From an optimization exercise on the open Yosys and OpenROAD flow, aimed at small area and few clock cycles per item; shortcuts taken in it are not production practice.
Only simulation tests tie the RTL to the original design; equivalence was not proved.

## flow/design.v (module list and top-level ports; edited modules follow where they fit)
// module stv_mul_inc: 2865 lines
// module stv_mul_dec: 1577 lines
// module stv_s1: 1510 lines
// module stv_add24: 309 lines
// module stv_cfg_data: 5 lines
// module stv_sine_rom: 1178 lines
// module stv_fa: 4 lines
// module stv_ha: 4 lines
// module swept_tone_voice: 176 lines
module swept_tone_voice #(
    parameter int SINE_TABLE_BITS = stv_pkg::SINE_TABLE_BITS_DEF,
    parameter int COUNT_BITS      = stv_pkg::COUNT_BITS_DEF
) (
    input  logic        i_clk,
    input  logic        i_rst_n,
    input  logic        s_axis_tvalid,
    output logic        s_axis_tready,
    input  logic [23:0] s_axis_tdata,    
    input  logic [0:0]  s_axis_tuser,    
    output logic        m_axis_tvalid,
    input  logic        m_axis_tready,
    output logic [39:0] m_axis_tdata,    
    output logic [0:0]  m_axis_tuser,    
    input  logic        i_cfg_we,
    input  logic [2:0]  i_cfg_index,
    input  logic [31:0] i_cfg_data
);
  // ...
==> flow/run.sh <==
#!/bin/bash
# synth_recipe.tcl (not shown) runs the flow's synth.tcl, then flattens the netlist and writes it again
# the make line also repeats each setting of config.mk as NAME=value (left out here)
make -C /OpenROAD-flow-scripts/flow DESIGN_CONFIG=/design/flow/config.mk WORK_HOME=/design/flow/orfs CLKGATE_MAP_FILE= SYNTH_SCRIPT=/design/flow/synth_recipe.tcl finish
==> flow/config.mk <==
export PLATFORM = sky130hd
export DESIGN_NAME = swept_tone_voice
export DESIGN_NICKNAME = swept_tone_voice
export VERILOG_FILES = /design/flow/design.v
export SDC_FILE = /design/flow/constraint.sdc
export NUM_CORES = 4
export LEC_CHECK = 0
export CAP_MARGIN = 20
export CORE_MARGIN = 2
export CORE_UTILIZATION = 40
export SLEW_MARGIN = 20
export SYNTH_HIERARCHICAL = 1
export SYNTH_MEMORY_MAX_BITS = 32768
export SYNTH_MINIMUM_KEEP_SIZE = 0
==> flow/constraint.sdc <==
create_clock -name core_clock -period 13.0 [get_ports {i_clk}]
set_input_delay 2.6000 -clock core_clock [delete_from_list [all_inputs] [get_ports {i_clk}]]
set_output_delay 2.6000 -clock core_clock [all_outputs]
set_load 0.01 [all_outputs]
==> flow_metrics.env, run 1 <==
export IMPL_status="no timing/DRC/antenna violations"
export IMPL_timing_rr_start="r_mag1[16]$_SDFFCE_PP0N_"
export IMPL_cp_top_family="adder cells"
export IMPL_syn_area_per_cell_um2=9.96
export IMPL_area_growth_syn_to_layout_pct=8.06
export IMPL_use_met2_pct=43.4
export IMPL_place_inst=10900
export IMPL_wl_met3_um=24900
export IMPL_largest_class="multi-input combinational cells"
export IMPL_dieArea_um2=211000
export IMPL_skew_ps=69.8
export IMPL_crit_top_cell="fa_1"
export IMPL_layout_nets=10600
export IMPL_finalWorstSetupSlack_ps=637
export IMPL_portBuffers=95
export IMPL_critical_path_class="reg2reg"
export IMPL_layout_commonest_cell="nand2_1"
export IMPL_wl_met2_um=132000
export IMPL_clkLatencyLatePin_ps=680
export IMPL_hp_class="reg2reg"
export IMPL_multi_input_area_share_pct=76.3
export IMPL_required_ps=13320
export IMPL_cts_max_level=2
export IMPL_grt_pass1_wl_um=427000
export IMPL_post_drt_wl_per_cell_um=25.2
export IMPL_dr_max_layer_used="met5"
export IMPL_ioPinCount=108
export IMPL_r2r_cells=41
export IMPL_drtPass1Iterations=6
export IMPL_tritoncts="built"
export IMPL_antenna_cells=3
export IMPL_worstHoldStart="r_note_on$_SDFFE_PN0P_"
export IMPL_utilization_pct=43.4
export IMPL_num_rows=167
export IMPL_seq_area_um2=11500
export IMPL_clk_share_pct=1.76
export IMPL_ant_nets=0
Testbench counts, summed over its fixed seeds: cycles 19,442, items 18,162.
==> run 2: changes to the inputs <==
--- a/flow/design.v
+++ b/flow/design.v
@@ -4475,17 +4475,612 @@
     stv_fa u_t1003 (.a(t917), .b(t830), .c(t916), .s(t1003), .co(t1004));
     stv_fa u_t1005 (.a(t919), .b(t834), .c(t918), .s(t1005), .co(t1006));
     stv_fa u_t1007 (.a(t921), .b(t838), .c(t920), .s(t1007), .co(t1008));
     stv_fa u_t1009 (.a(t923), .b(t840), .c(t922), .s(t1009), .co(t1010));
     stv_fa u_t1011 (.a(npp22[23]), .b(npp23[22]), .c(t924), .s(t1011), .co(t1012));
     logic [47:0] nr0, nr1, p;
     assign nr0 = {1'b1, npp23[23], t1011, t1009, t1007, t1005, t1003, t1001, t999, t997, t995, t993, t991, t989, t987, t985, t983, t981, t979, t977, t975, t973, t971, t969, t967, t965, t963, t961, t959, t957, t955, t953, t951, t949, t947, t945, t943, t941, t939, t937, t935, t933, t931, t929, t927, t925, npp0[1], npp0[0]};
     assign nr1 = {1'b1, t1012, t1010, t1008, t1006, t1004, t1002, t1000, t998, t996, t994, t992, t990, t988, t986, t984, t982, t980, t978, t976, t974, t972, t970, t968, t966, t964, t962, t960, t958, t956, t954, t952, t950, t948, t946, t944, t942, t940, t938, t936, t934, t932, t930, t928, t926, npp2[0], npp1[0], 1'b1};
-    assign p = ~(nr0 + nr1 + 48'd1);
+    logic k1;
+    logic k2;
+    logic k3;
+    logic k4;
+    logic k5;
+    logic k6;
+    logic k7;
+    logic k8;
+    logic k9;
+    logic k10;
+    logic k11;
+    logic k12;
+    logic k13;
+    logic k14;
+    logic k15;
+    logic k16;
+    logic k17;
+    logic k18;
+    logic k19;
+    logic k20;
+    logic k21;
+    logic k22;
+    logic k23;
+    logic k24;
+    logic k25;
+    logic k26;
+    logic k27;
+    logic k28;
+    logic k29;
+    logic k30;
+    logic k31;
+    logic k32;
+    logic k33;
+    logic k34;
+    logic k35;
+    logic k36;
+    logic k37;
+    logic k38;
+    logic k39;
+    logic k40;
+    logic k41;
+    logic k42;
+    logic k43;
+    logic k44;
+    logic k45;
+    logic k46;
+    logic k47;
+    logic k48;
+    logic k49;
+    logic k50;
+    logic k51;
+    logic k52;
+    logic k53;
+    logic k54;
+    logic k55;
+    logic k56;
+    logic k57;
+    logic k58;
+    logic k59;
+    logic k60;
+    logic k61;
+    logic k62;
+    logic k63;
+    logic k64;
+    logic k65;
+    logic k66;
+    logic k67;
+    logic k68;
+    logic k69;
+    logic k70;
+    logic k71;
+    logic k72;
+    logic k73;
+    logic k74;
+    logic k75;
+    logic k76;
+    logic k77;
+    logic k78;
+    logic k79;
+    logic k80;
+    logic k81;
+    logic k82;
+    logic k83;
+    logic k84;
+    logic k85;
+    logic k86;
+    logic k87;
+    logic k88;
+    logic k89;
+    logic k90;
+    logic k91;
+    logic k92;
+    logic k93;
+    logic k94;
+    logic k95;
+    logic k96;
+    logic k97;
+    logic k98;
+    logic k99;
+    logic k100;
+    logic k101;
+    logic k102;
+    logic k103;
+    logic k104;
+    logic k105;
+    logic k106;
+    logic k107;
+    logic k108;
+    logic k109;
+    logic k110;
+    logic k111;
+    logic k112;
+    logic k113;
+    logic k114;
+    logic k115;
+    logic k116;
+    logic k117;
+    logic k118;
+    logic k119;
+    logic k120;
+    logic k121;
+    logic k122;
+    logic k123;
+    logic k124;
+    logic k125;
+    logic k126;
+    logic k127;
+    logic k128;
+    logic k129;
+    logic k130;
+    logic k131;
+    logic k132;
+    logic k133;
+    logic k134;
+    logic k135;
+    logic k136;
+    logic k137;
+    logic k138;
+    logic k139;
+    logic k140;
+    logic k141;
+    logic k142;
+    logic k143;
+    logic k144;
+    logic k145;
+    logic k146;
+    logic k147;
+    logic k148;
+    logic k149;
+    logic k150;
+    logic k151;
+    logic k152;
+    logic k153;
+    logic k154;
+    logic k155;
+    logic k156;
+    logic k157;
+    logic k158;
+    logic k159;
+    logic k160;
+    logic k161;
+    logic k162;
+    logic k163;
+    logic k164;
+    logic k165;
+    logic k166;
+    logic k167;
+    logic k168;
+    logic k169;
+    logic k170;
+    logic k171;
+    logic k172;
+    logic k173;
+    logic k174;
+    logic k175;
+    logic k176;
+    logic k177;
+    logic k178;
+    logic k179;
+    logic k180;
+    logic k181;
+    logic k182;
+    logic k183;
+    logic k184;
+    logic k185;
+    logic k186;
+    logic k187;
+    logic k188;
+    logic k189;
+    logic k190;
+    logic k191;
+    logic k192;
+    logic k193;
+    logic k194;
+    logic k195;
+    logic k196;
+    logic k197;
+    logic k198;
+    logic k199;
+    logic k200;
+    logic k201;
+    logic k202;
+    logic k203;
+    logic k204;
+    logic k205;
+    logic k206;
+    logic k207;
+    logic k208;
+    logic k209;
+    logic k210;
+    logic k211;
+    logic k212;
+    logic k213;
+    logic k214;
+    logic k215;
+    logic k216;
+    logic k217;
+    logic k218;
+    logic k219;
+    logic k220;
+    logic k221;
+    logic k222;
+    logic k223;
+    logic k224;
+    logic k225;
+    logic k226;
+    logic k227;
+    logic k228;
+    logic k229;
+    logic k230;
+    logic k231;
+    logic k232;
+    logic k233;
+    logic k234;
+    logic k235;
+    logic k236;
+    logic k237;
+    logic k238;
+    logic k239;
+    logic k240;
+    logic k241;
+    logic k242;
+    logic k243;
+    logic k244;
+    logic k245;
+    logic k246;
+    logic k247;
+    logic k248;
+    logic k249;
+    logic k250;
+    logic k251;
+    logic k252;
+    logic k253;
+    logic k254;
+    logic k255;
+    logic k256;
+    logic k257;
+    logic k258;
+    logic k259;
+    logic k260;
+    logic k261;
+    logic k262;
+    logic k263;
+    logic k264;
+    logic k265;
+    logic k266;
+    logic k267;
+    logic k268;
+    logic k269;
+    logic k270;
+    logic k271;
+    logic k272;
+    logic k273;
+    logic k274;
+    logic k275;
+    logic k276;
+    logic k277;
+    logic k278;
+    logic k279;
+    logic k280;
+    logic k281;
+    logic k282;
+    logic k283;
+    logic k284;
+    logic k285;
+    logic k286;
+    logic k287;
+    logic k288;
+    logic k289;
+    logic k290;
+    logic k291;
+    logic k292;
+    logic k293;
+    logic k294;
+    logic k295;
+    logic k296;
+    logic k297;
+    assign k1 = nr0[0] & nr1[0];
+    assign k2 = nr0[0] ^ nr1[0];
+    assign k3 = nr0[1] & nr1[1];
+    assign k4 = nr0[1] ^ nr1[1];
+    assign k5 = nr0[2] & nr1[2];
+    assign k6 = nr0[2] ^ nr1[2];
+    assign k7 = nr0[3] & nr1[3];
+    assign k8 = nr0[3] ^ nr1[3];
+    assign k9 = nr0[4] & nr1[4];
+    assign k10 = nr0[4] ^ nr1[4];
+    assign k11 = nr0[5] & nr1[5];
+    assign k12 = nr0[5] ^ nr1[5];
+    assign k13 = nr0[6] & nr1[6];
+    assign k14 = nr0[6] ^ nr1[6];
+    assign k15 = nr0[7] & nr1[7];
+    assign k16 = nr0[7] ^ nr1[7];
+    assign k17 = nr0[8] & nr1[8];
+    assign k18 = nr0[8] ^ nr1[8];
+    assign k19 = nr0[9] & nr1[9];
+    assign k20 = nr0[9] ^ nr1[9];
+    assign k21 = nr0[10] & nr1[10];
+    assign k22 = nr0[10] ^ nr1[10];
+    assign k23 = nr0[11] & nr1[11];
+    assign k24 = nr0[11] ^ nr1[11];
+    assign k25 = nr0[12] & nr1[12];
+    assign k26 = nr0[12] ^ nr1[12];
+    assign k27 = nr0[13] & nr1[13];
+    assign k28 = nr0[13] ^ nr1[13];
+    assign k29 = nr0[14] & nr1[14];
+    assign k30 = nr0[14] ^ nr1[14];
+    assign k31 = nr0[15] & nr1[15];
+    assign k32 = nr0[15] ^ nr1[15];
+    assign k33 = nr0[16] & nr1[16];
+    assign k34 = nr0[16] ^ nr1[16];
+    assign k35 = nr0[17] & nr1[17];
+    assign k36 = nr0[17] ^ nr1[17];
+    assign k37 = nr0[18] & nr1[18];
+    assign k38 = nr0[18] ^ nr1[18];
+    assign k39 = nr0[19] & nr1[19];
+    assign k40 = nr0[19] ^ nr1[19];
+    assign k41 = nr0[20] & nr1[20];
+    assign k42 = nr0[20] ^ nr1[20];
+    assign k43 = nr0[21] & nr1[21];
+    assign k44 = nr0[21] ^ nr1[21];
+    assign k45 = nr0[22] & nr1[22];
+    assign k46 = nr0[22] ^ nr1[22];
+    assign k47 = nr0[23] & nr1[23];
+    assign k48 = nr0[23] ^ nr1[23];
+    assign k49 = nr0[24] & nr1[24];
+    assign k50 = nr0[24] ^ nr1[24];
+    assign k51 = nr0[25] & nr1[25];
+    assign k52 = nr0[25] ^ nr1[25];
+    assign k53 = nr0[26] & nr1[26];
+    assign k54 = nr0[26] ^ nr1[26];
+    assign k55 = nr0[27] & nr1[27];
+    assign k56 = nr0[27] ^ nr1[27];
+    assign k57 = nr0[28] & nr1[28];
+    assign k58 = nr0[28] ^ nr1[28];
+    assign k59 = nr0[29] & nr1[29];
+    assign k60 = nr0[29] ^ nr1[29];
+    assign k61 = nr0[30] & nr1[30];
+    assign k62 = nr0[30] ^ nr1[30];
+    assign k63 = nr0[31] & nr1[31];
+    assign k64 = nr0[31] ^ nr1[31];
+    assign k65 = nr0[32] & nr1[32];
+    assign k66 = nr0[32] ^ nr1[32];
+    assign k67 = nr0[33] & nr1[33];
+    assign k68 = nr0[33] ^ nr1[33];
+    assign k69 = nr0[34] & nr1[34];
+    assign k70 = nr0[34] ^ nr1[34];
+    assign k71 = nr0[35] & nr1[35];
+    assign k72 = nr0[35] ^ nr1[35];
+    assign k73 = nr0[36] & nr1[36];
+    assign k74 = nr0[36] ^ nr1[36];
+    assign k75 = nr0[37] & nr1[37];
+    assign k76 = nr0[37] ^ nr1[37];
+    assign k77 = nr0[38] & nr1[38];
+    assign k78 = nr0[38] ^ nr1[38];
+    assign k79 = nr0[39] & nr1[39];
+    assign k80 = nr0[39] ^ nr1[39];
+    assign k81 = nr0[40] & nr1[40];
+    assign k82 = nr0[40] ^ nr1[40];
+    assign k83 = nr0[41] & nr1[41];
+    assign k84 = nr0[41] ^ nr1[41];
+    assign k85 = nr0[42] & nr1[42];
+    assign k86 = nr0[42] ^ nr1[42];
+    assign k87 = nr0[43] & nr1[43];
+    assign k88 = nr0[43] ^ nr1[43];
+    assign k89 = nr0[44] & nr1[44];
+    assign k90 = nr0[44] ^ nr1[44];
+    assign k91 = nr0[45] & nr1[45];
+    assign k92 = nr0[45] ^ nr1[45];
+    assign k93 = nr0[46] & nr1[46];
+    assign k94 = nr0[46] ^ nr1[46];
+    assign k95 = nr0[47] & nr1[47];
+    assign k96 = nr0[47] ^ nr1[47];
+    assign k97 = k1 | (k2 & 1'b1);
+    assign k98 = k3 | (k4 & k97);
+    assign k99 = k4 & k2;
+    assign k100 = k7 | (k8 & k5);
+    assign k101 = k8 & k6;
+    assign k102 = k11 | (k12 & k9);
+    assign k103 = k12 & k10;
+    assign k104 = k15 | (k16 & k13);
+    assign k105 = k16 & k14;
+    assign k106 = k19 | (k20 & k17);
+    assign k107 = k20 & k18;
+    assign k108 = k23 | (k24 & k21);
+    assign k109 = k24 & k22;
+    assign k110 = k27 | (k28 & k25);
+    assign k111 = k28 & k26;
+    assign k112 = k31 | (k32 & k29);
+    assign k113 = k32 & k30;
+    assign k114 = k35 | (k36 & k33);
+    assign k115 = k36 & k34;
+    assign k116 = k39 | (k40 & k37);
+    assign k117 = k40 & k38;
+    assign k118 = k43 | (k44 & k41);
+    assign k119 = k44 & k42;
+    assign k120 = k47 | (k48 & k45);
+    assign k121 = k48 & k46;
+    assign k122 = k51 | (k52 & k49);
+    assign k123 = k52 & k50;
+    assign k124 = k55 | (k56 & k53);
+    assign k125 = k56 & k54;
+    assign k126 = k59 | (k60 & k57);
+    assign k127 = k60 & k58;
+    assign k128 = k63 | (k64 & k61);
+    assign k129 = k64 & k62;
+    assign k130 = k67 | (k68 & k65);
+    assign k131 = k68 & k66;
+    assign k132 = k71 | (k72 & k69);
+    assign k133 = k72 & k70;
+    assign k134 = k75 | (k76 & k73);
+    assign k135 = k76 & k74;
+    assign k136 = k79 | (k80 & k77);
+    assign k137 = k80 & k78;
+    assign k138 = k83 | (k84 & k81);
+    assign k139 = k84 & k82;
+    assign k140 = k87 | (k88 & k85);
+    assign k141 = k88 & k86;
+    assign k142 = k91 | (k92 & k89);
+    assign k143 = k92 & k90;
+    assign k144 = k95 | (k96 & k93);
+    assign k145 = k96 & k94;
+    assign k146 = k100 | (k101 & k98);
+    assign k147 = k101 & k99;
+    assign k148 = k104 | (k105 & k102);
+    assign k149 = k105 & k103;
+    assign k150 = k108 | (k109 & k106);
+    assign k151 = k109 & k107;
+    assign k152 = k112 | (k113 & k110);
+    assign k153 = k113 & k111;
+    assign k154 = k116 | (k117 & k114);
+    assign k155 = k117 & k115;
+    assign k156 = k120 | (k121 & k118);
+    assign k157 = k121 & k119;
+    assign k158 = k124 | (k125 & k122);
+    assign k159 = k125 & k123;
+    assign k160 = k128 | (k129 & k126);
+    assign k161 = k129 & k127;
+    assign k162 = k132 | (k133 & k130);
+    assign k163 = k133 & k131;
+    assign k164 = k136 | (k137 & k134);
+    assign k165 = k137 & k135;
+    assign k166 = k140 | (k141 & k138);
+    assign k167 = k141 & k139;
+    assign k168 = k144 | (k145 & k142);
+    assign k169 = k145 & k143;
+    assign k170 = k148 | (k149 & k146);
+    assign k171 = k149 & k147;
+    assign k172 = k152 | (k153 & k150);
+    assign k173 = k153 & k151;
+    assign k174 = k156 | (k157 & k154);
+    assign k175 = k157 & k155;
+    assign k176 = k160 | (k161 & k158);
+    assign k177 = k161 & k159;
+    assign k178 = k164 | (k165 & k162);
+    assign k179 = k165 & k163;
+    assign k180 = k168 | (k169 & k166);
+    assign k181 = k169 & k167;
+    assign k182 = k172 | (k173 & k170);
+    assign k183 = k173 & k171;
+    assign k184 = k176 | (k177 & k174);
+    assign k185 = k177 & k175;
+    assign k186 = k180 | (k181 & k178);
+    assign k187 = k181 & k179;
+    assign k188 = k184 | (k185 & k182);
+    assign k189 = k185 & k183;
+    assign k190 = k186 | (k187 & k188);
+    assign k191 = k187 & k189;
+    assign k192 = k174 | (k175 & k182);
+    assign k193 = k175 & k183;
+    assign k194 = k178 | (k179 & k188);
+    assign k195 = k179 & k189;
+    assign k196 = k150 | (k151 & k170);
+    assign k197 = k151 & k171;
+    assign k198 = k154 | (k155 & k182);
+    assign k199 = k155 & k183;
+    assign k200 = k158 | (k159 & k192);
+    assign k201 = k159 & k193;
+    assign k202 = k162 | (k163 & k188);
+    assign k203 = k163 & k189;
+    assign k204 = k166 | (k167 & k194);
+    assign k205 = k167 & k195;
+    assign k206 = k102 | (k103 & k146);
+    assign k207 = k103 & k147;
+    assign k208 = k106 | (k107 & k170);
+    assign k209 = k107 & k171;
+    assign k210 = k110 | (k111 & k196);
+    assign k211 = k111 & k197;
+    assign k212 = k114 | (k115 & k182);
+    assign k213 = k115 & k183;
+    assign k214 = k118 | (k119 & k198);
+    assign k215 = k119 & k199;
+    assign k216 = k122 | (k123 & k192);
+    assign k217 = k123 & k193;
+    assign k218 = k126 | (k127 & k200);
+    assign k219 = k127 & k201;
+    assign k220 = k130 | (k131 & k188);
+    assign k221 = k131 & k189;
+    assign k222 = k134 | (k135 & k202);
+    assign k223 = k135 & k203;
+    assign k224 = k138 | (k139 & k194);
+    assign k225 = k139 & k195;
+    assign k226 = k142 | (k143 & k204);
+    assign k227 = k143 & k205;
+    assign k228 = k5 | (k6 & k98);
+    assign k229 = k6 & k99;
+    assign k230 = k9 | (k10 & k146);
+    assign k231 = k10 & k147;
+    assign k232 = k13 | (k14 & k206);
+    assign k233 = k14 & k207;
+    assign k234 = k17 | (k18 & k170);
+    assign k235 = k18 & k171;
+    assign k236 = k21 | (k22 & k208);
+    assign k237 = k22 & k209;
+    assign k238 = k25 | (k26 & k196);
+    assign k239 = k26 & k197;
+    assign k240 = k29 | (k30 & k210);
+    assign k241 = k30 & k211;
+    assign k242 = k33 | (k34 & k182);
+    assign k243 = k34 & k183;
+    assign k244 = k37 | (k38 & k212);
+    assign k245 = k38 & k213;
+    assign k246 = k41 | (k42 & k198);
+    assign k247 = k42 & k199;
+    assign k248 = k45 | (k46 & k214);
+    assign k249 = k46 & k215;
+    assign k250 = k49 | (k50 & k192);
+    assign k251 = k50 & k193;
+    assign k252 = k53 | (k54 & k216);
+    assign k253 = k54 & k217;
+    assign k254 = k57 | (k58 & k200);
+    assign k255 = k58 & k201;
+    assign k256 = k61 | (k62 & k218);
+    assign k257 = k62 & k219;
+    assign k258 = k65 | (k66 & k188);
+    assign k259 = k66 & k189;
+    assign k260 = k69 | (k70 & k220);
+    assign k261 = k70 & k221;
+    assign k262 = k73 | (k74 & k202);
+    assign k263 = k74 & k203;
+    assign k264 = k77 | (k78 & k222);
+    assign k265 = k78 & k223;
+    assign k266 = k81 | (k82 & k194);
+    assign k267 = k82 & k195;
+    assign k268 = k85 | (k86 & k224);
+    assign k269 = k86 & k225;
+    assign k270 = k89 | (k90 & k204);
+    assign k271 = k90 & k205;
+    assign k272 = k93 | (k94 & k226);
+    assign k273 = k94 & k227;
+    assign k274 = k50 ^ k192;
+    assign k275 = k52 ^ k250;
+    assign k276 = k54 ^ k216;
+    assign k277 = k56 ^ k252;
+    assign k278 = k58 ^ k200;
+    assign k279 = k60 ^ k254;
+    assign k280 = k62 ^ k218;
+    assign k281 = k64 ^ k256;
+    assign k282 = k66 ^ k188;
+    assign k283 = k68 ^ k258;
+    assign k284 = k70 ^ k220;
+    assign k285 = k72 ^ k260;
+    assign k286 = k74 ^ k202;
+    assign k287 = k76 ^ k262;
+    assign k288 = k78 ^ k222;
+    assign k289 = k80 ^ k264;
+    assign k290 = k82 ^ k194;
+    assign k291 = k84 ^ k266;
+    assign k292 = k86 ^ k224;
+    assign k293 = k88 ^ k268;
+    assign k294 = k90 ^ k204;
+    assign k295 = k92 ^ k270;
+    assign k296 = k94 ^ k226;
+    assign k297 = k96 ^ k272;
+    assign p[23:0] = '0;
+    assign p[47:24] = ~{k297, k296, k295, k294, k293, k292, k291, k290, k289, k288, k287, k286, k285, k284, k283, k282, k281, k280, k279, k278, k277, k276, k275, k274};
     assign q = p[47:24];
 endmodule
 module stv_s1 (
     input  logic [16:0] i_mag,      
     input  logic [23:0] i_env,      
     input  logic        i_neg,      
     input  logic [17:0] i_mix,      
     output logic [17:0] o_mix,      
@@ -5705,17 +6300,19 @@
     assign w_s0 = {u75, u73, u71, u69, u67, u65, u63, u61, u59, u57, u55, u53, u51, u49, u47, u45, u43, u41, u39};
     assign w_s1 = {u74, u72, u70, u68, u66, u64, u62, u60, u58, u56, u54, u52, u50, u48, u46, u44, u42, u40, i_neg};
     assign w_sum = w_s0 + w_s1 + {18'd0, w_c ^ i_neg};
     logic w_over, w_under;
     assign o_mix   = (w_sum[18] != w_sum[17]) ? {w_sum[18], {17{~w_sum[18]}}} : w_sum[17:0];
     assign w_over  = ($signed(w_sum) > 19'sd32768);
     assign w_under = ($signed(w_sum) < -19'sd32768);
     logic w_ns16;
+    logic [15:0] w_nsum;
     assign w_ns16 = ~w_sum[16];
+    assign w_nsum = ~w_sum[15:0];
     logic v1;
     logic v2;
     logic v3;
     logic v4;
     logic v5;
     logic v6;
     logic v7;
     logic v8;
@@ -5836,166 +6433,85 @@
     logic v123;
     logic v124;
     logic v125;
     logic v126;
     logic v127;
     logic v128;
     logic v129;
     logic v130;
-    logic v131;
-    logic v132;
-    logic v133;
-    logic v134;
-    logic v135;
-    logic v136;
-    logic v137;
-    logic v138;
-    logic v139;
-    logic v140;
-    logic v141;
-    logic v142;
-    logic v143;
-    logic v144;
-    logic v145;
-    logic v146;
-    logic v147;
-    logic v148;
-    logic v149;
-    logic v150;
-    logic v151;
-    logic v152;
-    logic v153;
-    logic v154;
-    logic v155;
-    logic v156;
-    logic v157;
-    logic v158;
-    logic v159;
-    logic v160;
-    logic v161;
-    logic v162;
-    logic v163;
-    logic v164;
-    logic v165;
-    logic v166;
-    logic v167;
-    logic v168;
-    logic v169;
-    logic v170;
-    logic v171;
-    logic v172;
-    logic v173;
-    logic v174;
-    logic v175;
-    logic v176;
-    logic v177;
-    logic v178;
-    logic v179;
-    logic v180;
-    logic v181;
-    logic v182;
-    logic v183;
-    logic v184;
-    stv_ha u_v1 (.a(w_sum[9]), .b(w_sum[8]), .s(v1), .co(v2));
-    stv_fa u_v3 (.a(w_sum[10]), .b(w_sum[9]), .c(w_sum[6]), .s(v3), .co(v4));
-    stv_ha u_v5 (.a(w_sum[4]), .b(w_sum[2]), .s(v5), .co(v6));
-    stv_fa u_v7 (.a(w_sum[11]), .b(w_sum[10]), .c(w_sum[7]), .s(v7), .co(v8));
-    stv_ha u_v9 (.a(w_sum[5]), .b(w_sum[3]), .s(v9), .co(v10));
-    stv_fa u_v11 (.a(w_sum[12]), .b(w_sum[11]), .c(w_sum[8]), .s(v11), .co(v12));
-    stv_ha u_v13 (.a(w_sum[6]), .b(w_sum[4]), .s(v13), .co(v14));
-    stv_fa u_v15 (.a(w_sum[13]), .b(w_sum[12]), .c(w_sum[9]), .s(v15), .co(v16));
-    stv_ha u_v17 (.a(w_sum[7]), .b(w_sum[5]), .s(v17), .co(v18));
-    stv_fa u_v19 (.a(w_sum[14]), .b(w_sum[13]), .c(w_sum[10]), .s(v19), .co(v20));
-    stv_ha u_v21 (.a(w_sum[8]), .b(w_sum[6]), .s(v21), .co(v22));
-    stv_fa u_v23 (.a(w_sum[15]), .b(w_sum[14]), .c(w_sum[11]), .s(v23), .co(v24));
-    stv_ha u_v25 (.a(w_sum[9]), .b(w_sum[7]), .s(v25), .co(v26));
-    stv_fa u_v27 (.a(w_ns16), .b(w_sum[15]), .c(w_sum[12]), .s(v27), .co(v28));
-    stv_ha u_v29 (.a(w_sum[10]), .b(w_sum[8]), .s(v29), .co(v30));
-    stv_fa u_v31 (.a(w_ns16), .b(w_sum[13]), .c(w_sum[11]), .s(v31), .co(v32));
-    stv_ha u_v33 (.a(w_sum[6]), .b(w_sum[5]), .s(v33), .co(v34));
-    stv_fa u_v35 (.a(w_sum[7]), .b(w_sum[6]), .c(w_sum[3]), .s(v35), .co(v36));
-    stv_fa u_v37 (.a(w_sum[8]), .b(w_sum[7]), .c(w_sum[4]), .s(v37), .co(v38));
-    stv_ha u_v39 (.a(w_sum[2]), .b(w_sum[0]), .s(v39), .co(v40));
-    stv_fa u_v41 (.a(v1), .b(w_sum[5]), .c(w_sum[3]), .s(v41), .co(v42));
-    stv_fa u_v43 (.a(w_sum[1]), .b(w_sum[0]), .c(w_sum[16]), .s(v43), .co(v44));
-    stv_fa u_v45 (.a(v3), .b(v5), .c(w_sum[1]), .s(v45), .co(v46));
-    stv_fa u_v47 (.a(w_sum[0]), .b(w_sum[16]), .c(v2), .s(v47), .co(v48));
-    stv_fa u_v49 (.a(v7), .b(v9), .c(w_sum[2]), .s(v49), .co(v50));
-    stv_fa u_v51 (.a(w_sum[1]), .b(v4), .c(v6), .s(v51), .co(v52));
-    stv_fa u_v53 (.a(v11), .b(v13), .c(w_sum[3]), .s(v53), .co(v54));
-    stv_fa u_v55 (.a(w_sum[2]), .b(v8), .c(v10), .s(v55), .co(v56));
-    stv_fa u_v57 (.a(v15), .b(v17), .c(w_sum[4]), .s(v57), .co(v58));
-    stv_fa u_v59 (.a(w_sum[3]), .b(v12), .c(v14), .s(v59), .co(v60));
-    stv_fa u_v61 (.a(v19), .b(v21), .c(w_sum[5]), .s(v61), .co(v62));
-    stv_fa u_v63 (.a(w_sum[4]), .b(v16), .c(v18), .s(v63), .co(v64));
-    stv_fa u_v65 (.a(v23), .b(v25), .c(w_sum[6]), .s(v65), .co(v66));
-    stv_fa u_v67 (.a(w_sum[5]), .b(v20), .c(v22), .s(v67), .co(v68));
-    stv_fa u_v69 (.a(v27), .b(v29), .c(w_sum[7]), .s(v69), .co(v70));
-    stv_fa u_v71 (.a(w_sum[6]), .b(v24), .c(v26), .s(v71), .co(v72));
-    stv_fa u_v73 (.a(v31), .b(w_sum[9]), .c(w_sum[8]), .s(v73), .co(v74));
-    stv_fa u_v75 (.a(w_sum[7]), .b(v28), .c(v30), .s(v75), .co(v76));
-    stv_fa u_v77 (.a(w_sum[14]), .b(w_sum[12]), .c(w_sum[10]), .s(v77), .co(v78));
-    stv_fa u_v79 (.a(w_sum[9]), .b(w_sum[8]), .c(v32), .s(v79), .co(v80));
-    stv_fa u_v81 (.a(w_sum[15]), .b(w_sum[13]), .c(w_sum[11]), .s(v81), .co(v82));
-    stv_ha u_v83 (.a(w_sum[10]), .b(w_sum[9]), .s(v83), .co(v84));
-    stv_fa u_v85 (.a(w_ns16), .b(w_sum[14]), .c(w_sum[12]), .s(v85), .co(v86));
-    stv_ha u_v87 (.a(w_sum[11]), .b(w_sum[10]), .s(v87), .co(v88));
-    stv_fa u_v89 (.a(w_sum[15]), .b(w_sum[13]), .c(w_sum[12]), .s(v89), .co(v90));
-    stv_ha u_v91 (.a(w_ns16), .b(w_sum[14]), .s(v91), .co(v92));
-    stv_ha u_v93 (.a(w_sum[4]), .b(w_sum[3]), .s(v93), .co(v94));
-    stv_fa u_v95 (.a(w_sum[5]), .b(w_sum[4]), .c(w_sum[1]), .s(v95), .co(v96));
-    stv_fa u_v97 (.a(v33), .b(w_sum[2]), .c(w_sum[0]), .s(v97), .co(v98));
-    stv_fa u_v99 (.a(v35), .b(w_sum[1]), .c(w_sum[16]), .s(v99), .co(v100));
-    stv_fa u_v101 (.a(v37), .b(v39), .c(w_sum[16]), .s(v101), .co(v102));
-    stv_fa u_v103 (.a(v41), .b(v43), .c(v38), .s(v103), .co(v104));
-    stv_fa u_v105 (.a(v45), .b(v47), .c(v42), .s(v105), .co(v106));
-    stv_fa u_v107 (.a(v49), .b(v51), .c(v46), .s(v107), .co(v108));
-    stv_fa u_v109 (.a(v53), .b(v55), .c(v50), .s(v109), .co(v110));
-    stv_fa u_v111 (.a(v57), .b(v59), .c(v54), .s(v111), .co(v112));
-    stv_fa u_v113 (.a(v61), .b(v63), .c(v58), .s(v113), .co(v114));
-    stv_fa u_v115 (.a(v65), .b(v67), .c(v62), .s(v115), .co(v116));
-    stv_fa u_v117 (.a(v69), .b(v71), .c(v66), .s(v117), .co(v118));
-    stv_fa u_v119 (.a(v73), .b(v75), .c(v70), .s(v119), .co(v120));
-    stv_fa u_v121 (.a(v77), .b(v79), .c(v74), .s(v121), .co(v122));
-    stv_fa u_v123 (.a(v81), .b(v83), .c(v78), .s(v123), .co(v124));
-    stv_fa u_v125 (.a(v85), .b(v87), .c(v82), .s(v125), .co(v126));
-    stv_fa u_v127 (.a(v89), .b(w_sum[11]), .c(v86), .s(v127), .co(v128));
-    stv_fa u_v129 (.a(v91), .b(w_sum[13]), .c(w_sum[12]), .s(v129), .co(v130));
-    stv_fa u_v131 (.a(w_sum[15]), .b(w_sum[14]), .c(w_sum[13]), .s(v131), .co(v132));
-    stv_ha u_v133 (.a(w_ns16), .b(w_sum[15]), .s(v133), .co(v134));
-    stv_ha u_v135 (.a(w_sum[1]), .b(w_sum[0]), .s(v135), .co(v136));
-    stv_fa u_v137 (.a(w_sum[2]), .b(w_sum[1]), .c(w_sum[16]), .s(v137), .co(v138));
-    stv_fa u_v139 (.a(w_sum[3]), .b(w_sum[2]), .c(w_sum[16]), .s(v139), .co(v140));
-    stv_fa u_v141 (.a(v93), .b(w_sum[0]), .c(w_sum[16]), .s(v141), .co(v142));
-    stv_fa u_v143 (.a(v95), .b(w_sum[16]), .c(v94), .s(v143), .co(v144));
-    stv_fa u_v145 (.a(v97), .b(w_sum[16]), .c(v96), .s(v145), .co(v146));
-    stv_fa u_v147 (.a(v99), .b(v34), .c(v98), .s(v147), .co(v148));
-    stv_fa u_v149 (.a(v101), .b(v36), .c(v100), .s(v149), .co(v150));
-    stv_fa u_v151 (.a(v103), .b(v40), .c(v102), .s(v151), .co(v152));
-    stv_fa u_v153 (.a(v105), .b(v44), .c(v104), .s(v153), .co(v154));
-    stv_fa u_v155 (.a(v107), .b(v48), .c(v106), .s(v155), .co(v156));
-    stv_fa u_v157 (.a(v109), .b(v52), .c(v108), .s(v157), .co(v158));
-    stv_fa u_v159 (.a(v111), .b(v56), .c(v110), .s(v159), .co(v160));
-    stv_fa u_v161 (.a(v113), .b(v60), .c(v112), .s(v161), .co(v162));
-    stv_fa u_v163 (.a(v115), .b(v64), .c(v114), .s(v163), .co(v164));
-    stv_fa u_v165 (.a(v117), .b(v68), .c(v116), .s(v165), .co(v166));
-    stv_fa u_v167 (.a(v119), .b(v72), .c(v118), .s(v167), .co(v168));
-    stv_fa u_v169 (.a(v121), .b(v76), .c(v120), .s(v169), .co(v170));
-    stv_fa u_v171 (.a(v123), .b(v80), .c(v122), .s(v171), .co(v172));
-    stv_fa u_v173 (.a(v125), .b(v84), .c(v124), .s(v173), .co(v174));
-    stv_fa u_v175 (.a(v127), .b(v88), .c(v126), .s(v175), .co(v176));
-    stv_fa u_v177 (.a(v129), .b(v90), .c(v128), .s(v177), .co(v178));
-    stv_fa u_v179 (.a(v131), .b(v92), .c(v130), .s(v179), .co(v180));
-    stv_fa u_v181 (.a(v133), .b(w_sum[14]), .c(v132), .s(v181), .co(v182));
-    stv_fa u_v183 (.a(w_ns16), .b(w_sum[15]), .c(v134), .s(v183), .co(v184));
+    stv_ha u_v1 (.a(w_sum[0]), .b(w_nsum[4]), .s(v1), .co(v2));
+    stv_ha u_v3 (.a(w_sum[1]), .b(w_nsum[5]), .s(v3), .co(v4));
+    stv_ha u_v5 (.a(w_sum[2]), .b(w_nsum[6]), .s(v5), .co(v6));
+    stv_ha u_v7 (.a(w_sum[3]), .b(w_nsum[7]), .s(v7), .co(v8));
+    stv_ha u_v9 (.a(w_sum[4]), .b(w_nsum[8]), .s(v9), .co(v10));
+    stv_ha u_v11 (.a(w_sum[5]), .b(w_nsum[9]), .s(v11), .co(v12));
+    stv_ha u_v13 (.a(w_nsum[0]), .b(w_nsum[2]), .s(v13), .co(v14));
+    stv_fa u_v15 (.a(w_nsum[1]), .b(w_nsum[3]), .c(w_nsum[5]), .s(v15), .co(v16));
+    stv_fa u_v17 (.a(w_nsum[2]), .b(w_nsum[4]), .c(w_nsum[6]), .s(v17), .co(v18));
+    stv_fa u_v19 (.a(w_nsum[3]), .b(w_nsum[5]), .c(w_nsum[7]), .s(v19), .co(v20));
+    stv_fa u_v21 (.a(v1), .b(w_nsum[6]), .c(w_nsum[8]), .s(v21), .co(v22));
+    stv_ha u_v23 (.a(w_nsum[9]), .b(w_nsum[11]), .s(v23), .co(v24));
+    stv_fa u_v25 (.a(v3), .b(w_nsum[7]), .c(w_nsum[9]), .s(v25), .co(v26));
+    stv_fa u_v27 (.a(w_nsum[10]), .b(w_nsum[12]), .c(v2), .s(v27), .co(v28));
+    stv_fa u_v29 (.a(v5), .b(w_nsum[8]), .c(w_nsum[10]), .s(v29), .co(v30));
+    stv_fa u_v31 (.a(w_nsum[11]), .b(w_nsum[13]), .c(v4), .s(v31), .co(v32));
+    stv_fa u_v33 (.a(v7), .b(w_nsum[9]), .c(w_nsum[11]), .s(v33), .co(v34));
+    stv_fa u_v35 (.a(w_nsum[12]), .b(w_nsum[14]), .c(v6), .s(v35), .co(v36));
+    stv_fa u_v37 (.a(v9), .b(w_nsum[10]), .c(w_nsum[12]), .s(v37), .co(v38));
+    stv_fa u_v39 (.a(w_nsum[13]), .b(w_nsum[15]), .c(v8), .s(v39), .co(v40));
+    stv_fa u_v41 (.a(v11), .b(w_nsum[11]), .c(w_nsum[13]), .s(v41), .co(v42));
+    stv_fa u_v43 (.a(w_nsum[14]), .b(w_sum[16]), .c(v10), .s(v43), .co(v44));
+    stv_fa u_v45 (.a(w_sum[6]), .b(w_nsum[10]), .c(w_nsum[12]), .s(v45), .co(v46));
+    stv_fa u_v47 (.a(w_nsum[14]), .b(w_nsum[15]), .c(v12), .s(v47), .co(v48));
+    stv_fa u_v49 (.a(w_sum[7]), .b(w_nsum[11]), .c(w_nsum[13]), .s(v49), .co(v50));
+    stv_ha u_v51 (.a(w_nsum[15]), .b(w_sum[16]), .s(v51), .co(v52));
+    stv_fa u_v53 (.a(w_sum[8]), .b(w_nsum[12]), .c(w_nsum[14]), .s(v53), .co(v54));
+    stv_ha u_v55 (.a(w_nsum[0]), .b(w_nsum[2]), .s(v55), .co(v56));
+    stv_fa u_v57 (.a(w_nsum[1]), .b(w_nsum[3]), .c(w_nsum[4]), .s(v57), .co(v58));
+    stv_fa u_v59 (.a(v13), .b(w_nsum[4]), .c(w_nsum[5]), .s(v59), .co(v60));
+    stv_fa u_v61 (.a(v15), .b(w_nsum[6]), .c(w_nsum[8]), .s(v61), .co(v62));
+    stv_fa u_v63 (.a(v17), .b(w_nsum[7]), .c(w_nsum[9]), .s(v63), .co(v64));
+    stv_fa u_v65 (.a(v19), .b(w_nsum[8]), .c(w_nsum[10]), .s(v65), .co(v66));
+    stv_fa u_v67 (.a(v21), .b(v23), .c(w_sum[16]), .s(v67), .co(v68));
+    stv_fa u_v69 (.a(v25), .b(v27), .c(v22), .s(v69), .co(v70));
+    stv_fa u_v71 (.a(v29), .b(v31), .c(v26), .s(v71), .co(v72));
+    stv_fa u_v73 (.a(v33), .b(v35), .c(v30), .s(v73), .co(v74));
+    stv_fa u_v75 (.a(v37), .b(v39), .c(v34), .s(v75), .co(v76));
+    stv_fa u_v77 (.a(v41), .b(v43), .c(v38), .s(v77), .co(v78));
+    stv_fa u_v79 (.a(v45), .b(v47), .c(v42), .s(v79), .co(v80));
+    stv_fa u_v81 (.a(v49), .b(v51), .c(v46), .s(v81), .co(v82));
+    stv_fa u_v83 (.a(v53), .b(w_sum[16]), .c(v50), .s(v83), .co(v84));
+    stv_fa u_v85 (.a(w_sum[9]), .b(w_nsum[13]), .c(w_nsum[15]), .s(v85), .co(v86));
+    stv_ha u_v87 (.a(w_sum[10]), .b(w_nsum[14]), .s(v87), .co(v88));
+    stv_ha u_v89 (.a(w_nsum[0]), .b(w_nsum[1]), .s(v89), .co(v90));
+    stv_fa u_v91 (.a(w_nsum[1]), .b(w_nsum[2]), .c(w_nsum[4]), .s(v91), .co(v92));
+    stv_fa u_v93 (.a(v55), .b(w_nsum[3]), .c(w_nsum[5]), .s(v93), .co(v94));
+    stv_fa u_v95 (.a(v57), .b(w_nsum[6]), .c(v56), .s(v95), .co(v96));
+    stv_fa u_v97 (.a(v59), .b(w_nsum[7]), .c(v58), .s(v97), .co(v98));
+    stv_fa u_v99 (.a(v61), .b(v14), .c(v60), .s(v99), .co(v100));
+    stv_fa u_v101 (.a(v63), .b(v16), .c(v62), .s(v101), .co(v102));
+    stv_fa u_v103 (.a(v65), .b(v18), .c(v64), .s(v103), .co(v104));
+    stv_fa u_v105 (.a(v67), .b(v20), .c(v66), .s(v105), .co(v106));
+    stv_fa u_v107 (.a(v69), .b(v24), .c(v68), .s(v107), .co(v108));
+    stv_fa u_v109 (.a(v71), .b(v28), .c(v70), .s(v109), .co(v110));
+    stv_fa u_v111 (.a(v73), .b(v32), .c(v72), .s(v111), .co(v112));
+    stv_fa u_v113 (.a(v75), .b(v36), .c(v74), .s(v113), .co(v114));
+    stv_fa u_v115 (.a(v77), .b(v40), .c(v76), .s(v115), .co(v116));
+    stv_fa u_v117 (.a(v79), .b(v44), .c(v78), .s(v117), .co(v118));
+    stv_fa u_v119 (.a(v81), .b(v48), .c(v80), .s(v119), .co(v120));
+    stv_fa u_v121 (.a(v83), .b(v52), .c(v82), .s(v121), .co(v122));
+    stv_fa u_v123 (.a(v85), .b(v54), .c(v84), .s(v123), .co(v124));
+    stv_fa u_v125 (.a(v87), .b(w_sum[16]), .c(v86), .s(v125), .co(v126));
+    stv_fa u_v127 (.a(w_sum[11]), .b(w_nsum[15]), .c(v88), .s(v127), .co(v128));
+    stv_ha u_v129 (.a(w_sum[12]), .b(w_sum[16]), .s(v129), .co(v130));
     logic [30:0] w_p0, w_p1, w_p;
-    assign w_p0 = {w_ns16, v183, v181, v179, v177, v175, v173, v171, v169, v167, v165, v163, v161, v159, v157, v155, v153, v151, v149, v147, v145, v143, v141, v139, v137, v135, w_sum[0], w_sum[16], w_sum[16], w_sum[16], w_sum[16]};
-    assign w_p1 = {v184, v182, v180, v178, v176, v174, v172, v170, v168, v166, v164, v162, v160, v158, v156, v154, v152, v150, v148, v146, v144, v142, v140, v138, v136, w_sum[16], w_sum[16], 1'b0, 1'b0, 1'b0, 1'b0};
-    assign w_p = w_p0 + w_p1 + 31'd181403648;
+    assign w_p0 = {w_sum[15], w_sum[14], w_sum[13], v129, v127, v125, v123, v121, v119, v117, v115, v113, v111, v109, v107, v105, v103, v101, v99, v97, v95, v93, v91, v89, w_nsum[0], w_nsum[1], w_nsum[0], 1'b0, 1'b0, 1'b0, w_ns16};
+    assign w_p1 = {1'b0, 1'b0, v130, v128, v126, v124, v122, v120, v118, v116, v114, v112, v110, v108, v106, v104, v102, v100, v98, v96, v94, v92, v90, w_nsum[3], w_nsum[2], 1'b0, 1'b0, 1'b0, 1'b0, 1'b0, 1'b0};
+    assign w_p = w_p0 + w_p1 + 31'd1966082767;
     assign o_pcm = w_over ? 16'd30000 : w_under ? -16'sd30000 : w_p[30:15];
 endmodule
 module stv_add24 (input logic [23:0] a, input logic [23:0] b, output logic [24:0] s);
     logic k1;
     logic k2;
     logic k3;
     logic k4;
     logic k5;
==> run 2 against run 1 <==
Critical path type unchanged. Area after synthesis fell by 1.4%. Non-clock buffer count fell by 46. Global-route usage fell by 0.42 points. Still clean. Final area fell by 1.9%. Utilization barely moved. Register-to-register slack improved by 50 ps. Die area fell by 1.4%. Worst hold slack improved by 9.1 ps.
==> flow_metrics.env, run 2 <==
export IMPL_status="no timing/DRC/antenna violations"
export IMPL_setup_tns_ps=0
export IMPL_post_drt_wl_per_cell_um=25.0
export IMPL_hpwl_um=194000
export IMPL_endpoint_kind="register"
export IMPL_grt_max_degree=94
export IMPL_crit_top_cell="fa_1"
export IMPL_clkLatencyLatePin_ps=690
export IMPL_antenna_found_initial=6
export IMPL_portBuffers=95
export IMPL_layout_commonest_cell="nand2_1"
export IMPL_finalWorstSetupSlack_ps=683
export IMPL_fin_cells=10800
export IMPL_holdPathEnd="r_act2$_DFFE_PP_"
export IMPL_clock_sinks=384
export IMPL_drv_slew=0
export IMPL_ant_nets=0
export IMPL_finalCriticalPeriod_ps=12320
export IMPL_cpPeakStageDelay_ps=720
export IMPL_fill_cells=19200
export IMPL_clock_fmax_ghz=0.0812
export IMPL_r2r_cells=39
export IMPL_crit_path_top_delay_cell="edfxtp_1"
export IMPL_dieArea_um2=208000
export IMPL_layout_nets=10500
export IMPL_final_cell_mix="2357 x nand2_1, 1896 x fa_1, 402 x ha_1"
export IMPL_reg_largest_list="r_cfg x177, r_inc x32, r_phase x32"
export IMPL_finalWirelength_um=270000
export IMPL_worstReg2RegEnd="r_pcm2[15]$_DFFE_PP_"
export IMPL_cp_max_fo=11
export IMPL_cts_buffer_depth=3
export IMPL_dp_slack_ps=666
export IMPL_final_layout_size_suffix_gt1_share_pct=6.61
export IMPL_required_ps=13390
export IMPL_critical_path_class="reg2reg"
export IMPL_hold_buffers=0
export IMPL_top_register="r_cfg"
export IMPL_rsz0062_at_grt="no"
export IMPL_clk_pin_slew_ps=70
export IMPL_via_per_inst=5.88
export IMPL_die_x_um=456
export IMPL_grt_pass1_wl_um=416000
export IMPL_syn_area_per_cell_um2=9.99
export IMPL_cp_top_family="adder cells"
export IMPL_drtPass1Iterations=6
export IMPL_place_area_um2=86200
export IMPL_synthCells=8180
export IMPL_ctsResizeCount=0
export IMPL_cp_num_buf_inv=4
export IMPL_root_buffer="clkbuf_16"
export IMPL_largest_reg_flops=177
export IMPL_setup_viol=0
export IMPL_num_rows=165
export IMPL_start_util_pct=40.3
export IMPL_timing_rr_start="r_mag1[7]$_SDFFCE_PP0N_"
export IMPL_critPathLaunchType="register"
export IMPL_drt_iter0_drc=6169
export IMPL_place_inst=10700
export IMPL_synth_area_um2=81700
export IMPL_cts_setup_buffers=0
export IMPL_drc_errors=0
export IMPL_slew_headroom_pct=11.5
export IMPL_yosysWarnings=8
export IMPL_hold_path_depth=0
export IMPL_hold_viol_final=0
export IMPL_final_area_um2=87800
export IMPL_gp_congestion=0.927
export IMPL_critical_path_arrival_ps=12710
export IMPL_tritoncts="built"
export IMPL_period_share_pct=94.7
export IMPL_numCtsBuffers=46
export IMPL_grt_pass1_vias=68900
export IMPL_ioPinCount=108
export IMPL_cts_max_level=2
export IMPL_vias=63500
export IMPL_area_growth_syn_to_layout_pct=7.51
export IMPL_track_usage_pct=26.0
export IMPL_worst_slew_pin_slew_ps=1330
export IMPL_r2r_slack_ps=680
export IMPL_antenna_cells=0
export IMPL_worstHoldStart="r_act1$_DFFE_PN_"
export IMPL_hp_class="reg2reg"
export IMPL_die_h_um=456
export IMPL_fp_coreArea_um2=203000
export IMPL_skew_ps=71.9
export IMPL_grt_overflow=0
export IMPL_maxCapViolCount=0
run 2: how the worst max path moves through the flow:
| stage | from | endpoint | depth (start not counted) |
|---|---|---|---|
| after floorplan | s_axis_tuser[0] | r_inc[17]$_DFFE_PP_ | 38 |
| after global placement | s_axis_tuser[0] | r_mag1[15]$_SDFFCE_PP0N_ | 44 |
| after detailed placement | s_axis_tuser[0] | r_mag1[15]$_SDFFCE_PP0N_ | 44 |
| after CTS | r_mag1[7]$_SDFFCE_PP0N_ | r_pcm2[15]$_DFFE_PP_ | 39 |
| after global routing | r_mag1[16]$_SDFFCE_PP0N_ | r_pcm2[13]$_DFFE_PP_ | 39 |
| final | r_mag1[7]$_SDFFCE_PP0N_ | r_pcm2[15]$_DFFE_PP_ | 39 |
run 2: metrics by stage:
step	util (%)	hold WS [ps]
2_1_floorplan	-	400
3_3_place_gp	42.6	504
3_5_place_dp	42.6	503
4_1_cts	43.3	527
5_1_grt	43.4	542
6_report	43.4	541
run 2: layout make-up:
type / count / area, um^2 / share of cell area [%]
Clock inverter: 32 / 403 / 0.459
Multi-Input combinational cell: 6984 / 67200 / 76.5
Inverter: 297 / 1110 / 1.27
Clock buffer: 52 / 1170 / 1.34
Tap cell: 2672 / 3340 / 3.81
Timing Repair Buffer: 376 / 3110 / 3.54
Sequential cell: 384 / 11500 / 13.1
run 2: per-layer routing:
metal	vias to the layer above	track usage (%)	share of wire (%)
met4	4	12.2	5.3
met3	823	5.23	9.2
met2	3455	42.6	47
met5	-	0.207	0.016
met1	32700	33.1	38
li1	26500	-	-
run 2: worst register-to-register path: cells and delay by family, from the launching register on:
kind                       cells  cell delay (ps)
adders and majority gates     13             6250
muxes                          1              310
and+or+nand+nor                9             1130
DFF                            1              720
xor gates and xnor gates       1              440
buffers and inverters          4              430
AOI/OAI and AO/OA             11             2830
Testbench counts of run 2, summed over its fixed seeds: cycles 19,442, items 18,162.

## afterwards: timing with drivers on the ports
Ports are ideal in the flow. The routed layouts listed here were re-timed in OpenROAD. Step 1 (the two cells are an assumption about what drives the block):
set clk [get_ports {i_clk}]
set_driving_cell -lib_cell sky130_fd_sc_hd__clkbuf_16 $clk
set_driving_cell -lib_cell sky130_fd_sc_hd__buf_2 [delete_from_list [all_inputs] $clk]
Step 2 moves the port delays by t, midway between the first and last clock arrival at a register: inputs arrive t later, outputs are due t later. That takes back most of the time a late clock gives input paths. a / b / c = no drivers / after step 1 / after step 2; a / b = the first two.
| run | t (ns) | slack for setup (ns) | worst setup path after step 2 | clock arrival spread, ns |
|---|---|---|---|---|
| run 1 | 0.715 | 0.637 / 0.637 / 0.517 | input to register | 0.073 / 0.073 |
| run 2 | 0.727 | 0.683 / 0.683 / 0.513 | input to register | 0.077 / 0.076 |
After both steps every run listed still meets setup and hold. For run 2, which loses most, drivers alone change the setup slack by 0.000 ns; drivers and shift together by -0.170 ns.
